Context: an optimization exercise on an open-source flow, tuned for small area, a short achievable clock period and few clock cycles per item. The choices shown serve that exercise and are no tape-out recipe.
Where RTL was checked, it was by simulation tests only, not by an equivalence proof against the original.
Only the layout flow was run in runs 2 to 4; the RTL was not checked for function there.

$ cat flow/flow/run.sh
#!/bin/bash
# Standard layout (the standard.sh), except that the buffers the flow puts on
# every input and output port are plain buf_1 cells instead of the flow's default
# choice. make's full output goes to standard.log here; ORFS keeps its per-step
# logs under orfs/logs.
set -e
echo 'export BUFFER_PORTS_ARGS = -buffer_cell sky130_fd_sc_hd__buf_1' >> config.mk
bash standard.sh > standard.log 2>&1
$ cat flow/standard.sh
#!/bin/bash
# synth_recipe.tcl (not shown) runs the flow's synth.tcl, then flattens the netlist and writes it again
# the make line also repeats each setting of config.mk as NAME=value (left out here)
make -C /OpenROAD-flow-scripts/flow DESIGN_CONFIG=/design/flow/config.mk WORK_HOME=/design/flow/orfs CLKGATE_MAP_FILE= SYNTH_SCRIPT=/design/flow/synth_recipe.tcl "${@:-finish}"
$ cat flow/config.mk
export PLATFORM = sky130hd
export DESIGN_NAME = load_average_core_count_governor_top
export DESIGN_NICKNAME = load_average_core_count_governor_top
export VERILOG_FILES = /design/flow/design.v
export SDC_FILE = /design/flow/constraint.sdc
export NUM_CORES = 4
export LEC_CHECK = 0
export CAP_MARGIN = 20
export CORE_MARGIN = 2
export CORE_UTILIZATION = 40
export CTS_CLUSTER_DIAMETER = 100
export CTS_CLUSTER_SIZE = 20
export SETUP_SLACK_MARGIN = 3.0
export SLEW_MARGIN = 20
export TNS_END_PERCENT = 0
export BUFFER_PORTS_ARGS = -buffer_cell sky130_fd_sc_hd__buf_1
$ cat flow/constraint.sdc
create_clock -name core_clock -period 6.5 [get_ports {clk}]
set_input_delay 1.3000 -clock core_clock [delete_from_list [all_inputs] [get_ports {clk}]]
set_output_delay 1.3000 -clock core_clock [all_outputs]
set_load 0.01 [all_outputs]
$ cat flow/design.v
package lacg_pkg;
    localparam int DEF_HISTORY_DEPTH = 8;
    localparam int DEF_NUM_CORES     = 4;
    localparam int LOAD_UNIT         = 100;
    localparam int ALL_LOAD_PER_CORE = 120;
    localparam int DEFAULT_INTERVAL  = 20;
endpackage
module load_average_core_count_governor_top #(
    parameter int HISTORY_DEPTH = lacg_pkg::DEF_HISTORY_DEPTH,
    parameter int NUM_CORES     = lacg_pkg::DEF_NUM_CORES
) (
    input  logic        clk,
    input  logic        rst_n,
    input  logic        evt_valid,
    output logic        evt_ready,
    input  logic [1:0]  evt_func,
    input  logic [9:0]  evt_run_count,
    input  logic [3:0]  evt_cores_online,
    input  logic        evt_offline_pending,
    input  logic        evt_screen_suspended,
    output logic        res_valid,
    input  logic        res_ready,
    output logic [2:0]  res_action,
    output logic        res_cancel_offline,
    output logic        res_start_unpause_timer,
    output logic [22:0] res_next_delay,
    output logic [16:0] res_average_load,
    output logic        res_paused_now,
    output logic        res_boost_now,
    input  logic        cfg_valid,
    output logic        cfg_ready,
    input  logic [2:0]  cfg_index,
    input  logic [15:0] cfg_data
);
    assign cfg_ready = 1'b1;
    logic        en_r;
    logic [3:0]  lo_r;
    logic [2:0]  hi_r;
    logic [15:0] ivl_r;
    logic [3:0]  scale_r;
    logic [9:0]  raise_r;
    logic [9:0]  lower_r;
    always_ff @(posedge clk or negedge rst_n) begin
        if (!rst_n) begin
            en_r    <= 1'b0;
            lo_r    <= 4'd2;
            hi_r    <= 3'd4;
            ivl_r   <= 16'd20;
            scale_r <= 4'd2;
            raise_r <= 10'd200;
            lower_r <= 10'd50;
        end else if (cfg_valid) begin
            case (cfg_index)
                3'd0: en_r    <= cfg_data[0];
                3'd1: lo_r    <= (cfg_data[3:0] == 4'd0) ? 4'd1 : cfg_data[3:0];
                3'd2: hi_r    <= (cfg_data[3:0] > 4'd4) ? 3'd4 : cfg_data[2:0];
                3'd3: ivl_r   <= (cfg_data == 16'd0) ? 16'd20 : cfg_data;
                3'd4: scale_r <= cfg_data[3:0];
                3'd5: raise_r <= cfg_data[9:0];
                3'd6: lower_r <= cfg_data[9:0];
                default: ;
            endcase
        end
    end
    typedef struct packed {
        logic       samp;    
        logic       bst;     
        logic       unp;     
        logic [9:0] run;
        logic [3:0] c;       
        logic       pend;
    } ev_t;
    ev_t  e_q;
    logic ve_q, vp_q, vr_q;
    logic vq_q;
    logic adv, acc;
    assign adv       = !vr_q || res_ready;
    assign acc       = evt_valid && adv;
    assign evt_ready = adv;
    assign res_valid = vr_q;
    always_ff @(posedge clk or negedge rst_n) begin
        if (!rst_n) begin
            ve_q <= 1'b0;
            vp_q <= 1'b0;
            vq_q <= 1'b0;
            vr_q <= 1'b0;
        end else if (adv) begin
            ve_q <= evt_valid;
            vp_q <= ve_q;
            vq_q <= vp_q;
            vr_q <= vq_q;
        end
    end
    always_ff @(posedge clk) begin
        if (adv) begin
            e_q.samp <= (evt_func == 2'd0) && en_r;
            e_q.bst  <= (evt_func == 2'd1) && en_r && !evt_screen_suspended;
            e_q.unp  <= (evt_func == 2'd2);
            e_q.run  <= evt_run_count;
            e_q.c    <= (evt_cores_online == 4'd0) ? 4'd1 : evt_cores_online;
            e_q.pend <= evt_offline_pending;
        end
    end
    logic [9:0]  ring [8];
    logic [2:0]  cnt_q;
    logic        full_q;
    logic [12:0] sum_q;
    logic [9:0]  old;
    logic        upd;
    logic [12:0] su_s, su_c, sum_n;
    assign su_s  = sum_q ^ {3'd0, e_q.run} ^ {3'h7, ~old};
    assign su_c  = {(sum_q[11:0] & {2'd0, e_q.run}) | (sum_q[11:0] & {2'h3, ~old}) |
                    ({2'd0, e_q.run} & {2'h3, ~old}), 1'b1};
    assign sum_n = su_s + su_c;
    assign upd = adv && ve_q && e_q.samp;
    assign old = full_q ? ring[7] : 10'd0;
    always_ff @(posedge clk or negedge rst_n) begin
        if (!rst_n) begin
            cnt_q  <= 3'd0;
            full_q <= 1'b0;
            sum_q  <= 13'd0;
        end else if (upd) begin
            cnt_q  <= cnt_q + 3'd1;
            if (cnt_q == 3'd7) full_q <= 1'b1;
            sum_q  <= sum_n;
        end
    end
    always_ff @(posedge clk) begin
        if (upd) begin
            ring[0] <= e_q.run;
            for (int i = 1; i < 8; i++) ring[i] <= ring[i-1];
        end
    end
    function automatic logic [23:0] mul4(input logic [19:0] a, input logic [3:0] b);
        logic [23:0] r0, r1, r2, r3, s1, c1, s2, c2;
        r0 = b[0] ? {4'd0, a}       : 24'd0;
        r1 = b[1] ? {3'd0, a, 1'd0} : 24'd0;
        r2 = b[2] ? {2'd0, a, 2'd0} : 24'd0;
        r3 = b[3] ? {1'd0, a, 3'd0} : 24'd0;
        s1 = r0 ^ r1 ^ r2;
        c1 = ((r0 & r1) | (r0 & r2) | (r1 & r2)) << 1;
        s2 = s1 ^ c1 ^ r3;
        c2 = ((s1 & c1) | (s1 & r3) | (c1 & r3)) << 1;
        mul4 = s2 + c2;
    endfunction
    logic [23:0] lc_full, y_full;
    logic [3:0]  sel;
    assign lc_full = mul4({10'd0, lower_r}, e_q.c);
    assign y_full  = mul4({4'd0, ivl_r}, e_q.c);
    assign sel     = (scale_r == 4'd0) ? e_q.c : scale_r;
    typedef struct packed {
        logic        samp;
        logic        bst;
        logic        unp;
        logic        pend;
        logic        hgc;    
        logic        c1;     
        logic        logc;   
        logic [1:0]  cl;     
        logic [13:0] lc;     
        logic [19:0] y;      
        logic        neg0, one0, two0;
        logic        neg1, one1, two1;
        logic        d2;
    } p_t;
    p_t p_q;
    always_ff @(posedge clk) begin
        if (adv) begin
            p_q.samp <= e_q.samp;
            p_q.bst  <= e_q.bst;
            p_q.unp  <= e_q.unp;
            p_q.pend <= e_q.pend;
            p_q.hgc  <= {1'b0, hi_r} > e_q.c;
            p_q.c1   <= e_q.c == 4'd1;
            p_q.logc <= lo_r < e_q.c;
            p_q.cl   <= e_q.c[1:0];
            p_q.lc   <= lc_full[13:0];
            p_q.y    <= y_full[19:0];
            p_q.neg0 <= sel[1];
            p_q.one0 <= sel[0];
            p_q.two0 <= sel[1] && !sel[0];
            p_q.neg1 <= sel[3];
            p_q.one1 <= sel[2] ^ sel[1];
            p_q.two1 <= (sel[3] && !sel[2] && !sel[1]) || (!sel[3] && sel[2] && sel[1]);
            p_q.d2   <= sel[3];
        end
    end
    logic [16:0] avg;
    logic [17:0] t25;
    logic [19:0] x_raise, x_lower;
    logic        a_all, c_raise, c_lower;
    logic [23:0] m0, m1, b0, b1, b2, prod;
    logic [22:0] dsat;
    logic [19:0] ta, tb, r1, r2, xs1, xc1, xs2, xc2, ys, yc;
    assign ta      = {2'd0, {1'b0, sum_q, 4'd0} ^ {2'd0, sum_q, 3'd0} ^ {5'd0, sum_q}};
    assign tb      = {2'd0, (({1'b0, sum_q, 4'd0} & {2'd0, sum_q, 3'd0}) | ({1'b0, sum_q, 4'd0} & {5'd0, sum_q}) |
                             ({2'd0, sum_q, 3'd0} & {5'd0, sum_q})) << 1};
    assign t25     = ta[17:0] + tb[17:0];
    assign avg     = t25[17:1];
    assign r1      = p_q.cl[0] ? ~{9'd0, raise_r, 1'b0} : 20'hFFFFF;
    assign r2      = p_q.cl[1] ? ~{8'd0, raise_r, 2'd0} : 20'hFFFFF;
    assign xs1     = ta ^ tb ^ r1;
    assign xc1     = {((ta & tb) | (ta & r1) | (tb & r1)), 1'b1};
    assign xs2     = xs1 ^ xc1 ^ r2;
    assign xc2     = {((xs1 & xc1) | (xs1 & r2) | (xc1 & r2)), 1'b1};
    assign x_raise = xs2 + xc2;
    assign ys      = ta ^ tb ^ ~{5'd0, p_q.lc, 1'b1};
    assign yc      = {((ta & tb) | (ta & ~{5'd0, p_q.lc, 1'b1}) | (tb & ~{5'd0, p_q.lc, 1'b1})), 1'b0};
    assign x_lower = ys + yc;
    assign a_all   = sum_q >= 13'd39;
    assign c_raise = !x_raise[19];
    assign c_lower = x_lower[19];
    assign m0   = p_q.two0 ? {3'd0, p_q.y, 1'b0} : p_q.one0 ? {4'd0, p_q.y} : 24'd0;
    assign m1   = p_q.two1 ? {3'd0, p_q.y, 1'b0} : p_q.one1 ? {4'd0, p_q.y} : 24'd0;
    assign b0   = p_q.neg0 ? ~m0 : m0;
    assign b1   = {(p_q.neg1 ? ~m1[21:0] : m1[21:0]), 1'b0, p_q.neg0};
    assign b2   = {(p_q.d2 ? p_q.y : 20'd0), 1'b0, p_q.neg1, 2'd0};
    logic [23:0] bs, bc;
    assign bs   = b0 ^ b1 ^ b2;
    assign bc   = {((b0 & b1) | (b0 & b2) | (b1 & b2)), 1'b0};
    assign prod = bs + bc;
    typedef struct packed {
        logic        samp;
        logic        bst;
        logic        unp;
        logic        pend;
        logic        hgc;
        logic        c1;
        logic        all;    
        logic        one;    
        logic        low;    
        logic [16:0] avg;
        logic [23:0] prod;
    } q_t;
    q_t   q_q;
    always_ff @(posedge clk) begin
        if (adv) begin
            q_q.samp <= p_q.samp;
            q_q.bst  <= p_q.bst;
            q_q.unp  <= p_q.unp;
            q_q.pend <= p_q.pend;
            q_q.hgc  <= p_q.hgc;
            q_q.c1   <= p_q.c1;
            q_q.all  <= a_all && p_q.hgc;
            q_q.one  <= c_raise && p_q.hgc;
            q_q.low  <= c_lower && p_q.logc;
            q_q.avg  <= avg;
            q_q.prod <= prod;
        end
    end
    assign dsat = q_q.prod[23] ? 23'h7FFFFF : q_q.prod[22:0];
    logic        paused_q, boost_q;
    logic        paused_n, boost_n;
    logic [2:0]  act_n;
    logic        can_n, tmr_n, d_ivl, d_sat;
    always_comb begin
        paused_n = paused_q;
        boost_n  = boost_q;
        act_n    = 3'd0;
        can_n    = 1'b0;
        tmr_n    = 1'b0;
        d_ivl    = 1'b0;
        d_sat    = 1'b0;
        if (q_q.samp) begin
            if (q_q.all) begin
                paused_n = 1'b1;
                can_n    = q_q.pend;
                act_n    = 3'd1;
            end else if (paused_q) begin
                act_n    = 3'd4;
                d_ivl    = 1'b1;
            end else if (q_q.one) begin
                can_n    = q_q.pend;
                act_n    = 3'd2;
            end else begin
                d_sat    = 1'b1;
                if (q_q.low) begin
                    boost_n = 1'b0;
                    if (!q_q.pend) act_n = 3'd3;
                end
            end
        end else if (q_q.bst) begin
            if (!boost_q && q_q.hgc) begin
                boost_n = 1'b1;
                if (q_q.c1) begin
                    can_n    = 1'b1;
                    paused_n = 1'b1;
                    act_n    = 3'd2;
                    tmr_n    = 1'b1;
                end else if (q_q.pend) begin
                    can_n    = 1'b1;
                    paused_n = 1'b1;
                    tmr_n    = 1'b1;
                    d_ivl    = 1'b1;
                end
            end
        end else if (q_q.unp) begin
            paused_n = 1'b0;
        end
    end
    always_ff @(posedge clk or negedge rst_n) begin
        if (!rst_n) begin
            paused_q <= 1'b1;
            boost_q  <= 1'b0;
        end else if (adv && vq_q) begin
            paused_q <= paused_n;
            boost_q  <= boost_n;
        end
    end
    logic [2:0]  act_q;
    logic        can_q, tmr_q;
    logic [22:0] dly_q;
    logic [16:0] avg_q;
    always_ff @(posedge clk) begin
        if (adv) begin
            act_q <= act_n;
            can_q <= can_n;
            tmr_q <= tmr_n;
            dly_q <= d_sat ? dsat : d_ivl ? {7'd0, ivl_r} : 23'd0;
            avg_q <= q_q.avg;
        end
    end
    assign res_action              = act_q;
    assign res_cancel_offline      = can_q;
    assign res_start_unpause_timer = tmr_q;
    assign res_next_delay          = dly_q;
    assign res_average_load        = avg_q;
    assign res_paused_now          = paused_q;
    assign res_boost_now           = boost_q;
endmodule
==> results.json, run 1 <==
{
  "status": "complete, no violations",
  "cts_max_path_buffers": 3,
  "worst_slew_pin_slew_ns": 1.02,
  "antennaDiodeCount": 0,
  "dr.pass1.iters": 5,
  "crit_chain": "clkinvlp_4 > fa_2 > inv_1 > maj3_1 > fa_2 > ha_1 > a21o_1 > a21o_1 > a21oi_2 > nand2b_1 > o21ai_2 > a31oi_1",
  "crit_type": "register to register",
  "synth_edf_count": 242,
  "port_buffers": 90,
  "yosysUniqueCellTypes": 69,
  "synthFlopType": "edfxtp_1",
  "ys_ff_latch": 313,
  "fin_area_mm2": 0.0219,
  "finalSetupViolCount": 0,
  "critPathSlowestCell": "fa_2",
  "core_area_mm2": 0.0486,
  "cts_root_buf": "clkbuf_16",
  "yosys.area.top_type": "edfxtp_1",
  "hold_class": "register to register",
  "nNetsFinal": 2120,
  "die_height_um": 225,
  "ys_seq_area_share_pct": 46.3,
  "yosysMostFrequentCell": "edfxtp_1",
  "htreeDepth": 1,
  "antenna_found_initial": 2,
  "grt_pass1_vias": 12500,
  "ant_nets": 0,
  "grt_use_total_pct": 17.0,
  "syn_to_final_growth_pct": 11.7,
  "critical_path_arrival_ns": 3.80,
  "tns_ns": 0,
  "clkTransAtPathRegs_ns": 0.09,
  "syn-instance-count": 1703,
  "die_area_mm2": 0.0507,
  "drv_slew": 0,
  "fmax_mhz": 283,
  "row_count": 81,
  "critPathLaunchType": "register",
  "placed_cell_area_mm2": 0.0206,
  "crit_fanout": 4,
  "cts_sinks": 313,
  "ys_warn_count": 2,
  "synth_area_mm2": 0.0196,
  "drtIter0Drc": 948,
  "place.gp.congestion": 0.856,
  "async_reset_ff_share_pct": 22.7,
  "syn_nets": 2003,
  "avgSynthCellArea_um2": 11.5,
  "cts_buffers": 21,
  "cts_tree": "built",
  "fp.dieW_um": 225,
  "final_core_utilization_pct": 44.9,
  "io_pins": 92,
  "layout-drive-gt1-share_pct": 11.6,
  "synth_top_area_share_pct": 37.2,
  "post-route-min-period_ns": 3.53,
  "crit_family": "adder cells",
  "wire_per_inst_um": 17.2,
  "layout_setup_ws_ns": 2.97,
  "vias": 12600,
  "via_per_inst": 5.12,
  "hold_buffers": 0,
  "finalCritPeriodShare_pct": 54.4,
  "critPathBufInv": 2,
  "routed_wl_um": 42200,
  "synthTopCellsByArea": "edfxtp_1 37%, fa_1 11%, ha_1 9.6%, dfrtp_1 7.5%, inv_1 3.6%",
  "start_util_pct": 40.2,
  "finalHoldViolations": 0,
  "remaining_drc_errors": 0,
  "synthTopCellsByCount": "242 x edfxtp_1, 189 x inv_1, 165 x nand2_1",
  "max_stage_delay_ns": 0.63,
  "required_ns": 6.76,
  "rsz0062_at_grt": "true",
  "dp_slack_ns": 1.80,
  "insertion_delay_ns": 0.55,
  "slew_headroom_pct": 31.8,
  "maxCapViolCount": 0,
  "grt_max_degree": 80,
  "grt_overflow": 0,
  "end_kind": "register",
  "skew_ns": 0.0201,
  "grt_pass1_wl_um": 68400,
  "dp_hpwl_um": 30900
}
## what timing repair did
action / in CTS / in global routing
endpoints found under the setup margin: 46 / 111
pin swaps: 21 / 22
buffers inserted: 33 / 10
resized for setup: 43 / 25
gates cloned: 0 / 1
## registers in the layout, indices dropped and copies added, names as in the netlist, 3 cells and up
register  flops
lo_r          4
act_q         3
hi_r          3
lower_r      10
e_q          18
avg_q        17
sum_q        13
ring         80
cnt_q         3
scale_r       4
dly_q        23
q_q          50
p_q          49
raise_r      10
ivl_r        16
## metal layers
layer | global-route usage [%] | vias up | part of all wire (%)
met3 | 1.68 | 36 | 3.9
met4 | 3.46 | 0 | 1.7
met2 | 26.1 | 235 | 44
li1 | - | 6083 | -
met1 | 26.1 | 6219 | 51
met5 | 0 | - | 0
## final cells by class
type / count / area, um2
clock inverter: 5 / 56.3
fill: 4530 / 26800
sequential: 313 / 9070
timing repair buffer: 142 / 788
inverter: 190 / 722
clock buffer: 33 / 613
tap: 622 / 778
multi-input combinational: 1152 / 9830
## stage by stage
| step | std cells | hold WS (ns) |
|---|---|---|
| finish | 2457 | 0.411 |
| global route | 2457 | 0.417 |
| CTS | 2446 | 0.412 |
| detailed placement | 2375 | 0.405 |
| global placement | 2375 | 0.401 |
| floorplan | 1703 | 0.400 |
## layout by cell type (no fill, tap or decap), types with 18 or more instances in the layout
master     count
a21oi_1       55
xnor2_1       80
nor3_1        23
xor2_1        27
and2_1        76
dfrtp_1       52
ha_1         144
buf_1         89
a21o_1        25
clkbuf_16     23
nor2_1        73
fa_1          99
inv_1        184
nand2_1      163
edfxtp_1     242
mux2_2        43
nand2b_1      18
a22oi_1       32
buf_4         42
o21ai_0       74
## worst register-to-register path, stage by stage, from the launching register on
cell        delay (ns)
dfrtp_1           0.42
clkinvlp_4        0.20
fa_2              0.63
inv_1             0.07
maj3_1            0.38
fa_2              0.45
ha_1              0.19
a21o_1            0.18
a21o_1            0.18
a21oi_2           0.13
nand2b_1          0.08
o21ai_2           0.22
a31oi_1           0.13
## cell families (layout without fill, tap and decap cells)
kind of cell / Yosys count / after routing / share of synthesized area (%)
compound gates: 298 / 298 / 9.84
xor+xnor: 111 / 111 / 4.97
fa+ha+maj: 264 / 264 / 21.0
buf+inv: 238 / 370 / 4.61
flops: 313 / 313 / 46.3
mux: 44 / 44 / 2.53
other cells: 1 / 1 / 0.0192
simple gates: 434 / 434 / 10.8
## final timing paths
kind / startpoint / end / slack [ns] / depth (start not counted)
hold / removal: ring[0][0]$_DFFE_PP_ / ring[1][0]$_DFFE_PP_ / 0.41 / 0
setup reg to reg: sum_q[6]$_DFFE_PN0P_ / q_q[42]$_DFFE_PN_ / 2.97 / 12
setup / recovery: sum_q[6]$_DFFE_PN0P_ / q_q[42]$_DFFE_PN_ / 2.97 / 12
max in group asynchronous: rst_n / full_q$_DFFE_PN0P_ / 4.76 / 2
min in group asynchronous: rst_n / ivl_r[1]$_DFFE_PN0P_ / 0.65 / 1
hold reg to reg: ring[0][0]$_DFFE_PP_ / ring[1][0]$_DFFE_PP_ / 0.41 / 0
Testbench counts, summed over its fixed seeds: cycles 12,192, events 12,000.
==> inputs of run 2 (changes only) <==
--- a/flow/design.v
+++ b/flow/design.v
@@ -189,25 +189,12 @@
     logic [17:0] t25;
-    logic [19:0] x_raise, x_lower;
-    logic        a_all, c_raise, c_lower;
+    logic        a_all;
     logic [23:0] m0, m1, b0, b1, b2, prod;
     logic [22:0] dsat;
-    logic [19:0] ta, tb, r1, r2, xs1, xc1, xs2, xc2, ys, yc;
-    assign ta      = {2'd0, {1'b0, sum_q, 4'd0} ^ {2'd0, sum_q, 3'd0} ^ {5'd0, sum_q}};
-    assign tb      = {2'd0, (({1'b0, sum_q, 4'd0} & {2'd0, sum_q, 3'd0}) | ({1'b0, sum_q, 4'd0} & {5'd0, sum_q}) |
-                             ({2'd0, sum_q, 3'd0} & {5'd0, sum_q})) << 1};
-    assign t25     = ta[17:0] + tb[17:0];
+    logic [17:0] ta, tb;
+    assign ta      = {1'b0, sum_q, 4'd0} ^ {2'd0, sum_q, 3'd0} ^ {5'd0, sum_q};
+    assign tb      = (({1'b0, sum_q, 4'd0} & {2'd0, sum_q, 3'd0}) | ({1'b0, sum_q, 4'd0} & {5'd0, sum_q}) |
+                      ({2'd0, sum_q, 3'd0} & {5'd0, sum_q})) << 1;
+    assign t25     = ta + tb;
     assign avg     = t25[17:1];
-    assign r1      = p_q.cl[0] ? ~{9'd0, raise_r, 1'b0} : 20'hFFFFF;
-    assign r2      = p_q.cl[1] ? ~{8'd0, raise_r, 2'd0} : 20'hFFFFF;
-    assign xs1     = ta ^ tb ^ r1;
-    assign xc1     = {((ta & tb) | (ta & r1) | (tb & r1)), 1'b1};
-    assign xs2     = xs1 ^ xc1 ^ r2;
-    assign xc2     = {((xs1 & xc1) | (xs1 & r2) | (xc1 & r2)), 1'b1};
-    assign x_raise = xs2 + xc2;
-    assign ys      = ta ^ tb ^ ~{5'd0, p_q.lc, 1'b1};
-    assign yc      = {((ta & tb) | (ta & ~{5'd0, p_q.lc, 1'b1}) | (tb & ~{5'd0, p_q.lc, 1'b1})), 1'b0};
-    assign x_lower = ys + yc;
     assign a_all   = sum_q >= 13'd39;
-    assign c_raise = !x_raise[19];
-    assign c_lower = x_lower[19];
     assign m0   = p_q.two0 ? {3'd0, p_q.y, 1'b0} : p_q.one0 ? {4'd0, p_q.y} : 24'd0;
@@ -229,4 +216,5 @@
         logic        all;    
-        logic        one;    
-        logic        low;    
+        logic        logc;   
+        logic [1:0]  cl;     
+        logic [13:0] lc;     
         logic [16:0] avg;
@@ -244,4 +232,5 @@
             q_q.all  <= a_all && p_q.hgc;
-            q_q.one  <= c_raise && p_q.hgc;
-            q_q.low  <= c_lower && p_q.logc;
+            q_q.logc <= p_q.logc;
+            q_q.cl   <= p_q.cl;
+            q_q.lc   <= p_q.lc;
             q_q.avg  <= avg;
@@ -250,2 +239,11 @@
     end
+    logic [18:0] r1, r2, xs1, xc1, x_raise;
+    logic        c_raise, c_lower;
+    assign r1      = q_q.cl[0] ? ~{9'd0, raise_r} : 19'h7FFFF;
+    assign r2      = q_q.cl[1] ? ~{8'd0, raise_r, 1'b0} : 19'h7FFFF;
+    assign xs1     = {2'd0, q_q.avg} ^ r1 ^ r2;
+    assign xc1     = {(({2'd0, q_q.avg} & r1) | ({2'd0, q_q.avg} & r2) | (r1 & r2)), 1'b0};
+    assign x_raise = xs1 + xc1 + 19'd2;
+    assign c_raise = !x_raise[18];
+    assign c_lower = q_q.avg <= {3'd0, q_q.lc};
     assign dsat = q_q.prod[23] ? 23'h7FFFFF : q_q.prod[22:0];
@@ -271,3 +269,3 @@
                 d_ivl    = 1'b1;
-            end else if (q_q.one) begin
+            end else if ((c_raise && q_q.hgc)) begin
                 can_n    = q_q.pend;
@@ -276,3 +274,3 @@
                 d_sat    = 1'b1;
-                if (q_q.low) begin
+                if ((c_lower && q_q.logc)) begin
                     boost_n = 1'b0;
==> run 2 against run 1 <==
Net effect: setup slack got worse by 0.29 ns; final cell count is 4.4% lower; routed wire length decreased by 5.3%; highest routed layer is now met5.
==> results.json, run 2 <==
{
  "status": "complete, no violations",
  "required_ns": 6.81,
  "clkTransAtPathRegs_ns": 0.09,
  "rsz0062_at_grt": "true",
  "dr.pass1.iters": 5,
  "row_count": 80,
  "critical_path_arrival_ns": 4.14,
  "hold_class": "register to register",
  "hold_buffers": 0,
  "yosys.area.top_type": "edfxtp_1",
  "cts_sinks": 328,
  "remaining_drc_errors": 0,
  "grt_pass1_wl_um": 63700,
  "wire_per_inst_um": 17.0,
  "syn-instance-count": 1599,
  "post-route-min-period_ns": 3.83,
  "synthTopCellsByArea": "edfxtp_1 40%, fa_1 10%, ha_1 9.6%, dfrtp_1 7.7%, xnor2_1 3.3%",
  "end_kind": "register",
  "synth_area_mm2": 0.0192,
  "port_buffers": 90,
  "largest_register": "ring",
  "crit_chain": "nand2_1 > fa_1 > inv_1 > fa_1 > ha_1 > a21o_1 > a21oi_2 > nor2b_1 > or3_4 > a31oi_4 > a21oi_2 > o41a_1 > xor2_1",
  "critPathLaunchType": "register",
  "cts_max_path_buffers": 3,
  "finalSetupViolCount": 0,
  "placed_cell_area_mm2": 0.0202,
  "synth_compound_area_share_pct": 8.84,
  "mostFrequentLayoutCells": "257 x edfxtp_1, 158 x nand2_1, 150 x inv_1",
  "top_regs": "ring: 80 flops, q_q: 65 flops, p_q: 49 flops",
  "finalHoldViolations": 0,
  "yosys.area_share.simple_pct": 10.6,
  "min_to": "ring[3][0]$_DFFE_PP_",
  "multi_input_area_mm2": 0.00915,
  "vias": 11800,
  "nNetsFinal": 2003,
  "antenna_found_initial": 8,
  "htreeDepth": 1,
  "async_reset_ff_share_pct": 21.6,
  "worst_slew_pin_slew_ns": 0.980,
  "place_inst": 2270,
  "cts_buffers": 21,
  "regArea_mm2": 0.00951,
  "r2r-start": "ivl_r[4]$_DFFE_PN1P_",
  "synth_top_family_by_area": "adder cells",
  "grt_overflow": 0,
  "synth_edf_count": 257,
  "start_util_pct": 40.3,
  "largest_reg_flops": 80,
  "synthTopCellsByCount": "257 x edfxtp_1, 159 x nand2_1, 149 x inv_1",
  "maxCapViolCount": 0,
  "syn_nets": 1885,
  "die_area_mm2": 0.0497,
  "avgSynthCellArea_um2": 12.0,
  "hp-start": "ring[2][0]$_DFFE_PP_",
  "grt_pass1_vias": 11800,
  "cts_tree": "built",
  "finalCritPeriodShare_pct": 58.9,
  "io_pins": 92,
  "synthFlopType": "edfxtp_1",
  "ys_warn_count": 2,
  "max_stage_delay_ns": 0.58,
  "stdcell_count": 2348,
  "fmax_mhz": 261,
  "grt_use_total_pct": 16.2,
  "ys_seq_area_share_pct": 49.6,
  "synth_xor_area_share_pct": 4.71,
  "core_area_mm2": 0.0475,
  "reg2regPathDepth": 13,
  "via_per_inst": 5.02,
  "critPathSlowestCell": "dfstp_2",
  "die_height_um": 223,
  "syn_to_final_growth_pct": 12.1,
  "slew_headroom_pct": 34.3,
  "dp_hpwl_um": 29200,
  "fp.dieW_um": 223,
  "synth-adder-area-share_pct": 19.7,
  "drtIter0Drc": 755,
  "skew_ns": 0.0151,
  "insertion_delay_ns": 0.55,
  "layout_commonest_cell": "edfxtp_1",
  "place.gp.congestion": 0.861,
  "grt_max_degree": 74,
  "tns_ns": 0,
  "routed_wl_um": 40000,
  "synth_top_area_share_pct": 40.3,
  "crit_fanout": 5,
  "rr_endpoint": "p_q[25]$_DFFE_PN_",
  "ant_nets": 0,
  "cts_root_buf": "clkbuf_16",
  "hold_path_depth": 0,
  "drv_slew": 0,
  "r2r_slack_ns": 2.67,
  "fin_area_mm2": 0.0215,
  "crit_type": "register to register",
  "layout-drive-gt1-share_pct": 10.5,
  "yosysUniqueCellTypes": 68,
  "yosysMostFrequentCell": "edfxtp_1",
  "synthMuxAreaShare_pct": 2.58,
  "ys_ff_latch": 328,
  "fillCellCount": 4266
}
run 2: worst max-delay path by stage:
| stage | from | endpoint | slack, ns | cells after the start |
|---|---|---|---|---|
| floorplan | e_q[1]$_SDFFCE_PN1N_ | p_q[25]$_DFFE_PN_ | 2.67 | 13 |
| global placement | p_q[1]$_DFFE_PN_ | q_q[23]$_DFFE_PN_ | 1.56 | 13 |
| detailed placement | p_q[1]$_DFFE_PN_ | q_q[23]$_DFFE_PN_ | 1.56 | 13 |
| CTS | p_q[5]$_DFFE_PN_ | q_q[23]$_DFFE_PN_ | 2.69 | 16 |
| global route | ivl_r[4]$_DFFE_PN1P_ | p_q[25]$_DFFE_PN_ | 2.53 | 13 |
| finish | ivl_r[4]$_DFFE_PN1P_ | p_q[25]$_DFFE_PN_ | 2.67 | 13 |
run 2: repair_timing:
action	4_1_cts	5_1_grt
resized for setup	26	21
endpoints found under the setup margin	62	57
buffers inserted	32	3
gates cloned	3	0
pin swaps	9	7
run 2: per-layer routing:
layer / share of wire, % / track usage (%)
met5: 0.068 / 0
met4: 1.8 / 3.75
met3: 5.4 / 3.29
met2: 44 / 25.2
met1: 48 / 23.3
run 2: critical path, delay by kind of cell (launching register included):
kind	cells	cell delay, ns
simple gates	3	0.53
fa+ha+maj	3	1.34
compound gates	5	0.95
flops	1	0.58
xor+xnor	1	0.14
buf+inv	1	0.05
run 2: final cells by class:
class                           instances  area share, %
Sequential cell                       328           44.3
Multi-Input combinational cell       1075           42.6
Timing Repair Buffer                  140           3.87
Tap cell                              615           3.58
Clock buffer                           33           2.80
Inverter                              151           2.64
Clock inverter                          5          0.268
Antenna cell                            1         0.0116
run 2: cells by family after synthesis:
kind of cell / Yosys count
compound gates: 261
fa+ha+maj: 244
buf+inv: 197
other cells: 1
simple gates: 421
flops: 328
mux: 44
xor+xnor: 103
run 2: through the flow:
stage | setup WS (ns) | util [%] | hold WS (ns)
after global placement | 1.56 | 42.5 | 0.400
final | 2.67 | 45.2 | 0.417
after detailed placement | 1.56 | 42.5 | 0.405
after CTS | 2.69 | 44.9 | 0.421
after floorplan | 2.67 | - | 0.400
after global routing | 2.53 | 45.2 | 0.428
==> inputs of run 3 (changes only) <==
==> flow/run.sh (new file) <==
#!/bin/bash
# synth_recipe.tcl (not shown) runs the flow's synth.tcl, then flattens the netlist and writes it again
# the make line also repeats each setting of config.mk as NAME=value (left out here)
make -C /OpenROAD-flow-scripts/flow DESIGN_CONFIG=/design/flow/config.mk WORK_HOME=/design/flow/orfs CLKGATE_MAP_FILE= SYNTH_SCRIPT=/design/flow/synth_recipe.tcl finish
--- a/flow/config.mk
+++ b/flow/config.mk
@@ -12,5 +12,4 @@
 export CTS_CLUSTER_SIZE = 20
-export SETUP_SLACK_MARGIN = 3.0
+export SETUP_SLACK_MARGIN = 3.4
 export SLEW_MARGIN = 20
-export TNS_END_PERCENT = 0
-export BUFFER_PORTS_ARGS = -buffer_cell sky130_fd_sc_hd__buf_1
+export TNS_END_PERCENT = 5
removed: flow/flow/run.sh
removed: flow/standard.sh
==> run 3 against run 2 <==
Net effect: still clean on timing, DRC and antenna; maximum frequency rose by 1.8%; clock skew rose by 0.0076 ns; highest routed layer is now met4; non-clock buffer count rose by 31.
==> results.json, run 3 <==
{
  "critPathLaunchType": "register",
  "grt_max_degree": 90,
  "port_buffers": 90,
  "dp_hpwl_um": 29100,
  "worst_slew_pin_slew_ns": 1.04,
  "ant_nets": 0,
  "post-route-min-period_ns": 3.76,
  "fmax_mhz": 266,
  "largest_reg_flops": 80,
  "path_common_cell": "nand3_1",
  "synth_area_mm2": 0.0192,
  "finalHoldViolations": 0,
  "dr.pass1.iters": 5,
  "stdcell_count": 2379,
  "fp.dieW_um": 223,
  "yosysMostFrequentCell": "edfxtp_1",
  "hold_slack_ns": 0.411,
  "async_reset_ff_share_pct": 21.6,
  "multi_input_area_mm2": 0.00960,
  "hold_class": "register to register",
  "yosys.area.top_type": "edfxtp_1",
  "htreeDepth": 1,
  "place.gp.congestion": 0.889,
  "ys_ff_latch": 328,
  "antennaDiodeCount": 0,
  "syn_to_final_growth_pct": 18.3,
  "crit_type": "register to register",
  "critPathSlowestCell": "edfxtp_1",
  "synth_edf_count": 257,
  "finalCritPeriodShare_pct": 57.9,
  "hp-start": "ring[4][7]$_DFFE_PP_",
  "io_pins": 92,
  "wire_per_inst_um": 17.5,
  "drv_slew": 0,
  "remaining_drc_errors": 0,
  "layout-drive-gt1-share_pct": 16.0,
  "nNetsFinal": 2036,
  "rr_endpoint": "q_q[23]$_DFFE_PN_",
  "start_util_pct": 40.3,
  "rsz0062_at_grt": "true",
  "via_per_inst": 5.06,
  "hold_path_depth": 0,
  "ys_warn_count": 2,
  "cts_max_path_buffers": 3,
  "cts_root_buf": "clkbuf_16",
  "synthFlopType": "edfxtp_1",
  "regArea_mm2": 0.00951,
  "tns_ns": 0,
  "top_regs": "ring: 80 flops, q_q: 65 flops, p_q: 49 flops",
  "grt_use_total_pct": 16.7,
  "vias": 12000,
  "grt_overflow": 0,
  "mostFrequentLayoutCells": "257 x edfxtp_1, 149 x nand2_1, 144 x inv_1",
  "synthTopCellsByCount": "257 x edfxtp_1, 159 x nand2_1, 149 x inv_1",
  "die_area_mm2": 0.0497,
  "largest_register": "ring",
  "syn-instance-count": 1599,
  "yosysUniqueCellTypes": 68,
  "ys_seq_area_share_pct": 49.6,
  "antenna_found_initial": 1,
  "maxCapViolCount": 0,
  "fillCellCount": 4176,
  "crit_fanout": 6,
  "drtIter0Drc": 735,
  "layout_commonest_cell": "edfxtp_1",
  "slew_headroom_pct": 30.2,
  "status": "complete, no violations",
  "r2r-start": "p_q[4]$_DFFE_PN_",
  "syn_nets": 1885,
  "skew_ns": 0.0227,
  "grt_pass1_vias": 12200,
  "finalSetupViolCount": 0,
  "clkTransAtPathRegs_ns": 0.08,
  "reg2regPathDepth": 14,
  "hold_buffers": 0,
  "min_to": "ring[5][7]$_DFFE_PP_",
  "cts_buffers": 20,
  "routed_wl_um": 41600,
  "insertion_delay_ns": 0.55,
  "avgSynthCellArea_um2": 12.0,
  "end_kind": "register",
  "synth_top_area_share_pct": 40.3,
  "grt_pass1_wl_um": 65600,
  "row_count": 80,
  "r2r_slack_ns": 2.74,
  "place_inst": 2266,
  "critical_path_arrival_ns": 4.17,
  "core_area_mm2": 0.0475,
  "crit_chain": "nor2b_4 > a22oi_2 > xnor2_1 > fa_1 > ha_4 > buf_4 > nand3_1 > nor2_1 > o21a_1 > a211oi_4 > a21oi_2 > o41a_1 > or4_1 > nand3_1",
  "cts_sinks": 328,
  "required_ns": 6.91,
  "synthTopCellsByArea": "edfxtp_1 40%, fa_1 10%, ha_1 9.6%, dfrtp_1 7.7%, xnor2_1 3.3%",
  "cts_tree": "built",
  "die_height_um": 223,
  "max_stage_delay_ns": 0.55
}
run 3: changes by cell type in the layout (fill, tap and decap cells not counted), sizes merged:
cell / previous run / this run
buf: 137 / 81
bufbuf: 2 / 1
clkbuf: 34 / 32
clkdlybuf4s50: 0 / 88
clkinv: 2 / 5
diode: 1 / 0
dlygate4sd2: 0 / 1
inv: 153 / 149
nand2: 159 / 161
nor2b: 17 / 18
run 3: what timing repair did:
action	CTS	global route
pin swaps	32	42
setup endpoints to repair	231	315
gates cloned	5	2
setup buffers	53	17
gates resized for setup	73	85
run 3: area by class of cell:
class                      instances  area share [%]
multi-input combinational       1078            42.3
timing repair buffer             171            7.10
clock inverter                     4           0.248
tap                              615            3.39
clock buffer                      32            2.45
inverter                         151            2.55
sequential                       328            41.9
run 3: per-layer routing:
metal,GRT usage (%),wire length [um],up-vias
met2,26.1,18800,265
met5,0,0,-
met3,2.91,2270,58
met4,4.61,897,0
li1,-,-,5827
met1,24.0,19500,5893
run 3: kinds of logic after synthesis:
group	Yosys count	synth area share, %
and+or+nand+nor	421	10.6
DFF	328	49.6
AOI/OAI and AO/OA	261	8.84
adders and majority gates	244	19.7
buffers and inverters	197	3.90
xor gates and xnor gates	103	4.71
muxes	44	2.58
other	1	0.0196
run 3: stage by stage:
| step | instance area (um2) | setup slack (ns) | utilization [%] |
|---|---|---|---|
| 4_1_cts | 22200 | 2.76 | 46.6 |
| 5_1_grt | 22700 | 2.58 | 47.7 |
| 3_5_place_dp | 20800 | 1.60 | 43.7 |
| 6_report | 22700 | 2.74 | 47.7 |
| 2_1_floorplan | 19300 | 2.67 | - |
| 3_3_place_gp | 20800 | 1.66 | 43.7 |
run 3: worst max path at each step:
stage                               startpoint                 to  slack (ns)  cells after the start
after floorplan           e_q[1]$_SDFFCE_PN1N_  p_q[25]$_DFFE_PN_        2.67                     13
after CTS                 e_q[1]$_SDFFCE_PN1N_  p_q[39]$_DFFE_PN_        2.76                     15
after global placement        p_q[1]$_DFFE_PN_  q_q[23]$_DFFE_PN_        1.66                     13
after detailed placement      p_q[1]$_DFFE_PN_  q_q[23]$_DFFE_PN_        1.60                     13
final                         p_q[4]$_DFFE_PN_  q_q[23]$_DFFE_PN_        2.74                     14
after global routing      e_q[1]$_SDFFCE_PN1N_  p_q[25]$_DFFE_PN_        2.58                     14
run 3: critical path: cells and delay by family (launching register included):
kind | cells | cell delay, ns
buf+inv | 1 | 0.14
compound gates | 5 | 0.95
flops | 1 | 0.55
xor+xnor | 1 | 0.23
simple gates | 5 | 1.03
fa+ha+maj | 2 | 0.73
==> inputs of run 4 (changes only) <==
--- a/flow/design.v
+++ b/flow/design.v
@@ -72,9 +72,16 @@
     } ev_t;
-    ev_t  e_q;
-    logic ve_q, vp_q, vr_q;
-    logic vq_q;
+    ev_t  ev_in;
+    ev_t  k_q, e_q;
+    logic vk_q, ve_q, vp_q, vq_q, vr_q;
+    logic rdy_q;
     logic adv, acc;
+    assign ev_in.samp = (evt_func == 2'd0) && en_r;
+    assign ev_in.bst  = (evt_func == 2'd1) && en_r && !evt_screen_suspended;
+    assign ev_in.unp  = (evt_func == 2'd2);
+    assign ev_in.run  = evt_run_count;
+    assign ev_in.c    = (evt_cores_online == 4'd0) ? 4'd1 : evt_cores_online;
+    assign ev_in.pend = evt_offline_pending;
     assign adv       = !vr_q || res_ready;
-    assign acc       = evt_valid && adv;
-    assign evt_ready = adv;
+    assign acc       = evt_valid && rdy_q;
+    assign evt_ready = rdy_q;
     assign res_valid = vr_q;
@@ -82,11 +89,17 @@
         if (!rst_n) begin
-            ve_q <= 1'b0;
-            vp_q <= 1'b0;
-            vq_q <= 1'b0;
-            vr_q <= 1'b0;
-        end else if (adv) begin
-            ve_q <= evt_valid;
-            vp_q <= ve_q;
-            vq_q <= vp_q;
-            vr_q <= vq_q;
+            vk_q  <= 1'b0;
+            ve_q  <= 1'b0;
+            vp_q  <= 1'b0;
+            vq_q  <= 1'b0;
+            vr_q  <= 1'b0;
+            rdy_q <= 1'b1;
+        end else begin
+            vk_q  <= !adv && (vk_q || acc);
+            rdy_q <= adv || !(vk_q || acc);
+            if (adv) begin
+                ve_q <= vk_q || acc;
+                vp_q <= ve_q;
+                vq_q <= vp_q;
+                vr_q <= vq_q;
+            end
         end
@@ -94,10 +107,4 @@
     always_ff @(posedge clk) begin
-        if (adv) begin
-            e_q.samp <= (evt_func == 2'd0) && en_r;
-            e_q.bst  <= (evt_func == 2'd1) && en_r && !evt_screen_suspended;
-            e_q.unp  <= (evt_func == 2'd2);
-            e_q.run  <= evt_run_count;
-            e_q.c    <= (evt_cores_online == 4'd0) ? 4'd1 : evt_cores_online;
-            e_q.pend <= evt_offline_pending;
-        end
+        if (!adv && acc) k_q <= ev_in;
+        if (adv) e_q <= vk_q ? k_q : ev_in;
     end
@@ -133,13 +140,19 @@
     end
-    function automatic logic [23:0] mul4(input logic [19:0] a, input logic [3:0] b);
-        logic [23:0] r0, r1, r2, r3, s1, c1, s2, c2;
-        r0 = b[0] ? {4'd0, a}       : 24'd0;
-        r1 = b[1] ? {3'd0, a, 1'd0} : 24'd0;
-        r2 = b[2] ? {2'd0, a, 2'd0} : 24'd0;
-        r3 = b[3] ? {1'd0, a, 3'd0} : 24'd0;
-        s1 = r0 ^ r1 ^ r2;
-        c1 = ((r0 & r1) | (r0 & r2) | (r1 & r2)) << 1;
-        s2 = s1 ^ c1 ^ r3;
-        c2 = ((s1 & c1) | (s1 & r3) | (c1 & r3)) << 1;
-        mul4 = s2 + c2;
+    function automatic logic [23:0] bmul(input logic [19:0] a, input logic [3:0] b);
+        logic        neg0, one0, two0, neg1, one1, two1;
+        logic [23:0] m0, m1, b0, b1, b2, s1, c1;
+        neg0 = b[1];
+        one0 = b[0];
+        two0 = b[1] && !b[0];
+        neg1 = b[3];
+        one1 = b[2] ^ b[1];
+        two1 = (b[3] && !b[2] && !b[1]) || (!b[3] && b[2] && b[1]);
+        m0   = two0 ? {3'd0, a, 1'b0} : one0 ? {4'd0, a} : 24'd0;
+        m1   = two1 ? {3'd0, a, 1'b0} : one1 ? {4'd0, a} : 24'd0;
+        b0   = neg0 ? ~m0 : m0;
+        b1   = {(neg1 ? ~m1[21:0] : m1[21:0]), 1'b0, neg0};
+        b2   = {(b[3] ? a : 20'd0), 1'b0, neg1, 2'd0};
+        s1   = b0 ^ b1 ^ b2;
+        c1   = {((b0 & b1) | (b0 & b2) | (b1 & b2)), 1'b0};
+        bmul = s1 + c1;
     endfunction
@@ -147,4 +160,4 @@
     logic [3:0]  sel;
-    assign lc_full = mul4({10'd0, lower_r}, e_q.c);
-    assign y_full  = mul4({4'd0, ivl_r}, e_q.c);
+    assign lc_full = bmul({10'd0, lower_r}, e_q.c);
+    assign y_full  = bmul({4'd0, ivl_r}, e_q.c);
     assign sel     = (scale_r == 4'd0) ? e_q.c : scale_r;
@@ -189,12 +202,25 @@
     logic [17:0] t25;
-    logic        a_all;
+    logic [19:0] x_raise, x_lower;
+    logic        a_all, c_raise, c_lower;
     logic [23:0] m0, m1, b0, b1, b2, prod;
     logic [22:0] dsat;
-    logic [17:0] ta, tb;
-    assign ta      = {1'b0, sum_q, 4'd0} ^ {2'd0, sum_q, 3'd0} ^ {5'd0, sum_q};
-    assign tb      = (({1'b0, sum_q, 4'd0} & {2'd0, sum_q, 3'd0}) | ({1'b0, sum_q, 4'd0} & {5'd0, sum_q}) |
-                      ({2'd0, sum_q, 3'd0} & {5'd0, sum_q})) << 1;
-    assign t25     = ta + tb;
+    logic [19:0] ta, tb, r1, r2, xs1, xc1, xs2, xc2, ys, yc;
+    assign ta      = {2'd0, {1'b0, sum_q, 4'd0} ^ {2'd0, sum_q, 3'd0} ^ {5'd0, sum_q}};
+    assign tb      = {2'd0, (({1'b0, sum_q, 4'd0} & {2'd0, sum_q, 3'd0}) | ({1'b0, sum_q, 4'd0} & {5'd0, sum_q}) |
+                             ({2'd0, sum_q, 3'd0} & {5'd0, sum_q})) << 1};
+    assign t25     = ta[17:0] + tb[17:0];
     assign avg     = t25[17:1];
+    assign r1      = p_q.cl[0] ? ~{9'd0, raise_r, 1'b0} : 20'hFFFFF;
+    assign r2      = p_q.cl[1] ? ~{8'd0, raise_r, 2'd0} : 20'hFFFFF;
+    assign xs1     = ta ^ tb ^ r1;
+    assign xc1     = {((ta & tb) | (ta & r1) | (tb & r1)), 1'b1};
+    assign xs2     = xs1 ^ xc1 ^ r2;
+    assign xc2     = {((xs1 & xc1) | (xs1 & r2) | (xc1 & r2)), 1'b1};
+    assign x_raise = xs2 + xc2;
+    assign ys      = ta ^ tb ^ ~{5'd0, p_q.lc, 1'b1};
+    assign yc      = {((ta & tb) | (ta & ~{5'd0, p_q.lc, 1'b1}) | (tb & ~{5'd0, p_q.lc, 1'b1})), 1'b0};
+    assign x_lower = ys + yc;
     assign a_all   = sum_q >= 13'd39;
+    assign c_raise = !x_raise[19];
+    assign c_lower = x_lower[19];
     assign m0   = p_q.two0 ? {3'd0, p_q.y, 1'b0} : p_q.one0 ? {4'd0, p_q.y} : 24'd0;
@@ -207,3 +233,4 @@
     assign bc   = {((b0 & b1) | (b0 & b2) | (b1 & b2)), 1'b0};
-    assign prod = bs + bc;
+    logic [12:0] plo;
+    assign plo  = {1'b0, bs[11:0]} + {1'b0, bc[11:0]};
     typedef struct packed {
@@ -216,7 +243,8 @@
         logic        all;    
-        logic        logc;   
-        logic [1:0]  cl;     
-        logic [13:0] lc;     
+        logic        one;    
+        logic        low;    
         logic [16:0] avg;
-        logic [23:0] prod;
+        logic [12:0] plo;    
+        logic [11:0] phs;    
+        logic [11:0] phc;
     } q_t;
@@ -232,19 +260,12 @@
             q_q.all  <= a_all && p_q.hgc;
-            q_q.logc <= p_q.logc;
-            q_q.cl   <= p_q.cl;
-            q_q.lc   <= p_q.lc;
+            q_q.one  <= c_raise && p_q.hgc;
+            q_q.low  <= c_lower && p_q.logc;
             q_q.avg  <= avg;
-            q_q.prod <= prod;
+            q_q.plo  <= plo;
+            q_q.phs  <= bs[23:12];
+            q_q.phc  <= bc[23:12];
         end
     end
-    logic [18:0] r1, r2, xs1, xc1, x_raise;
-    logic        c_raise, c_lower;
-    assign r1      = q_q.cl[0] ? ~{9'd0, raise_r} : 19'h7FFFF;
-    assign r2      = q_q.cl[1] ? ~{8'd0, raise_r, 1'b0} : 19'h7FFFF;
-    assign xs1     = {2'd0, q_q.avg} ^ r1 ^ r2;
-    assign xc1     = {(({2'd0, q_q.avg} & r1) | ({2'd0, q_q.avg} & r2) | (r1 & r2)), 1'b0};
-    assign x_raise = xs1 + xc1 + 19'd2;
-    assign c_raise = !x_raise[18];
-    assign c_lower = q_q.avg <= {3'd0, q_q.lc};
-    assign dsat = q_q.prod[23] ? 23'h7FFFFF : q_q.prod[22:0];
+    assign prod = {q_q.phs + q_q.phc + {11'd0, q_q.plo[12]}, q_q.plo[11:0]};
+    assign dsat = prod[23] ? 23'h7FFFFF : prod[22:0];
     logic        paused_q, boost_q;
@@ -269,3 +290,3 @@
                 d_ivl    = 1'b1;
-            end else if ((c_raise && q_q.hgc)) begin
+            end else if (q_q.one) begin
                 can_n    = q_q.pend;
@@ -274,3 +295,3 @@
                 d_sat    = 1'b1;
-                if ((c_lower && q_q.logc)) begin
+                if (q_q.low) begin
                     boost_n = 1'b0;
==> run 4 against run 3 <==
Net effect: still clean on timing, DRC and antenna; critical path depth increased by 1; hold slack improved by 0.0028 ns; critical path type unchanged.
==> results.json, run 4 <==
{
  "status": "complete, no violations",
  "r2r-start": "e_q[2]$_DFFE_PN_",
  "cts_max_path_buffers": 3,
  "finalSetupViolCount": 0,
  "yosys.area_share.simple_pct": 10.1,
  "die_height_um": 235,
  "reg2regPathDepth": 15,
  "antenna_found_initial": 0,
  "synth_top_area_share_pct": 38.5,
  "clkTransAtPathRegs_ns": 0.10,
  "ant_nets": 0,
  "drtIter0Drc": 1075,
  "cts_sinks": 346,
  "synth_top_family_by_area": "adder cells",
  "post-route-min-period_ns": 3.85,
  "avgSynthCellArea_um2": 11.3,
  "cp_num_cells": 15,
  "crit_fanout": 12,
  "finalHoldViolations": 0,
  "hold_class": "register to register",
  "fmax_mhz": 260,
  "grt_pass1_wl_um": 76900,
  "port_buffers": 90,
  "grt_pass1_vias": 13900,
  "mostFrequentLayoutCells": "273 x edfxtp_1, 150 x nand2_1, 138 x inv_1",
  "crit_chain": "buf_12 > xor2_2 > and2_4 > buf_12 > a221oi_4 > fa_1 > ha_4 > a21o_1 > a21oi_2 > o21ai_2 > a211oi_2 > nor2_1 > or4b_1 > a31oi_2 > xnor2_1",
  "hold_buffers": 0,
  "tns_ns": 0,
  "slew_headroom_pct": 30.1,
  "synthTopCellsByArea": "edfxtp_1 39%, ha_1 8.9%, fa_1 8.1%, dfrtp_1 7.1%, xnor2_1 3.9%",
  "nNetsFinal": 2253,
  "cts_buffers": 21,
  "routed_wl_um": 48600,
  "row_count": 84,
  "top_regs": "ring: 80 flops, q_q: 63 flops, p_q: 49 flops",
  "synthMuxAreaShare_pct": 3.32,
  "syn_nets": 2158,
  "via_per_inst": 5.36,
  "fin_area_mm2": 0.0247,
  "worst_slew_pin_slew_ns": 1.05,
  "fp.dieW_um": 235,
  "path_common_cell": "buf_12",
  "critPathBufInv": 2,
  "cts_tree": "built",
  "antennaDiodeCount": 0,
  "critPathLaunchType": "register",
  "largest_register": "ring",
  "finalCritPeriodShare_pct": 59.3,
  "end_kind": "register",
  "dp_hpwl_um": 34400,
  "yosysMostFrequentCell": "edfxtp_1",
  "cts_root_buf": "clkbuf_16",
  "crit_type": "register to register",
  "htreeDepth": 1,
  "grt_overflow": 0,
  "required_ns": 6.79,
  "wire_per_inst_um": 18.2,
  "rsz0062_at_grt": "true",
  "drv_slew": 0,
  "skew_ns": 0.0214,
  "critPathSlowestCell": "edfxtp_1",
  "largest_reg_flops": 80,
  "layout_commonest_cell": "edfxtp_1",
  "crit_family": "compound AO/OA/AOI/OAI gates",
  "insertion_delay_ns": 0.55,
  "core_area_mm2": 0.0526,
  "r2r_slack_ns": 2.65,
  "hp-start": "ring[2][4]$_DFFE_PP_",
  "maxCapViolCount": 0,
  "hold_path_depth": 0,
  "dr.pass1.iters": 5,
  "synth_compound_area_share_pct": 12.7,
  "start_util_pct": 40.5,
  "yosysUniqueCellTypes": 76,
  "synthTopCellsByCount": "273 x edfxtp_1, 152 x nand2_1, 151 x ha_1",
  "io_pins": 92,
  "fillCellCount": 4746,
  "syn_to_final_growth_pct": 16.0,
  "synth_xor_area_share_pct": 5.30,
  "grt_max_degree": 80,
  "die_area_mm2": 0.0550,
  "min_to": "ring[3][4]$_DFFE_PP_",
  "placed_cell_area_mm2": 0.0229,
  "ys_warn_count": 2,
  "rr_endpoint": "p_q[26]$_DFFE_PN_",
  "vias": 14300,
  "grt_use_total_pct": 17.6,
  "remaining_drc_errors": 0,
  "synth_edf_count": 273,
  "synthFlopType": "edfxtp_1",
  "synth_area_mm2": 0.0213,
  "layout-drive-gt1-share_pct": 13.7,
  "async_reset_ff_share_pct": 21.1,
  "ys_ff_latch": 346,
  "syn-instance-count": 1879,
  "synth-adder-area-share_pct": 17.1,
  "critical_path_arrival_ns": 4.15,
  "place.gp.congestion": 0.858,
  "yosys.area.top_type": "edfxtp_1",
  "ys_seq_area_share_pct": 47.2,
  "max_stage_delay_ns": 0.51
}
-- run 4: worst max path at each step --
stage | from | to | slack [ns]
global route | e_q[2]$_DFFE_PN_ | p_q[26]$_DFFE_PN_ | 2.50
detailed placement | e_q[3]$_DFFE_PN_ | p_q[26]$_DFFE_PN_ | 1.51
CTS | p_q[4]$_DFFE_PN_ | q_q[35]$_DFFE_PN_ | 2.67
finish | e_q[2]$_DFFE_PN_ | p_q[26]$_DFFE_PN_ | 2.65
global placement | e_q[3]$_DFFE_PN_ | p_q[23]$_DFFE_PN_ | 1.58
floorplan | e_q[2]$_DFFE_PN_ | p_q[26]$_DFFE_PN_ | 2.49
-- run 4: cell type report --
| class | instances | area (um2) | share of cell area [%] |
|---|---|---|---|
| multi-input combinational | 1290 | 10900 | 44.2 |
| clock inverter | 3 | 26.3 | 0.107 |
| clock buffer | 35 | 578 | 2.34 |
| tap | 688 | 861 | 3.49 |
| sequential | 346 | 10000 | 40.7 |
| timing repair buffer | 167 | 1690 | 6.84 |
| inverter | 148 | 578 | 2.34 |
-- run 4: logic make-up after synthesis --
kind of cell | count (synthesis)
xor+xnor | 127
compound gates | 414
mux | 63
simple gates | 446
other cells | 1
flops | 346
buf+inv | 243
fa+ha+maj | 239
-- run 4: timing repair --
item | in CTS | in global routing
buffers inserted | 19 | 36
cloned | 3 | 2
setup endpoints to repair | 155 | 155
pin swaps | 18 | 25
resized for setup | 64 | 54
-- run 4: worst register-to-register path, stage by stage (launching register included) --
cell and delay [ns]:
edfxtp_1 0.51, buf_12 0.19, xor2_2 0.15, and2_4 0.16, buf_12 0.15, a221oi_4 0.24
fa_1 0.50, ha_4 0.28, a21o_1 0.17, a21oi_2 0.15, o21ai_2 0.07, a211oi_2 0.17
nor2_1 0.09, or4b_1 0.49, a31oi_2 0.21, xnor2_1 0.08
-- run 4: stage by stage --
stage	std cells	util, %	setup slack, ns	hold WS (ns)
finish	2677	46.9	2.65	0.414
global route	2677	46.9	2.50	0.423
CTS	2639	45.8	2.67	0.417
detailed placement	2579	43.6	1.51	0.405
global placement	2579	43.6	1.58	0.401
floorplan	1879	-	2.49	0.400
-- run 4: per-layer routing --
| metal | global-route usage, % | part of all wire [%] |
|---|---|---|
| met1 | 27.1 | 50 |
| met2 | 26.7 | 44 |
| met3 | 2.05 | 5.3 |
| met4 | 3.18 | 1.4 |
| met5 | 0 | 0 |

## separate check: timing with driven ports
In the flow no input, the clock included, has a driving cell. The finished layouts below were timed again as built, in two steps. Step 1 assumes that a clkbuf_16 drives the clock port and a buf_2 every other input. Step 2 also shifts input and output timing later by t, the mid clock arrival at the registers, as if the neighbouring blocks saw the same clock. Three values: ideal, step 1, step 2; two values: the first two.
| run | shift t [ns] | setup WS [ns] | worst hold slack (ns) | clock arrival spread, ns | pins driven straight from the clock port |
|---|---|---|---|---|---|
| run 1 | 0.587 | 2.966 / 2.966 / 2.626 | 0.411 / 0.411 / 0.411 | 0.027 / 0.027 | 1 |
| run 2 | 0.599 | 2.672 / 2.672 / 2.672 | 0.417 / 0.417 / 0.417 | 0.015 / 0.015 | 1 |
| run 3 | 0.593 | 2.740 / 2.740 / 2.511 | 0.411 / 0.411 / 0.411 | 0.023 / 0.023 | 1 |
| run 4 | 0.596 | 2.648 / 2.648 / 2.501 | 0.414 / 0.414 / 0.414 | 0.026 / 0.026 | 1 |
After both steps setup and hold are still met in every run listed. The setup slack of run 1, which loses most, moves by 0.000 ns with the drivers and by -0.340 ns with both steps.
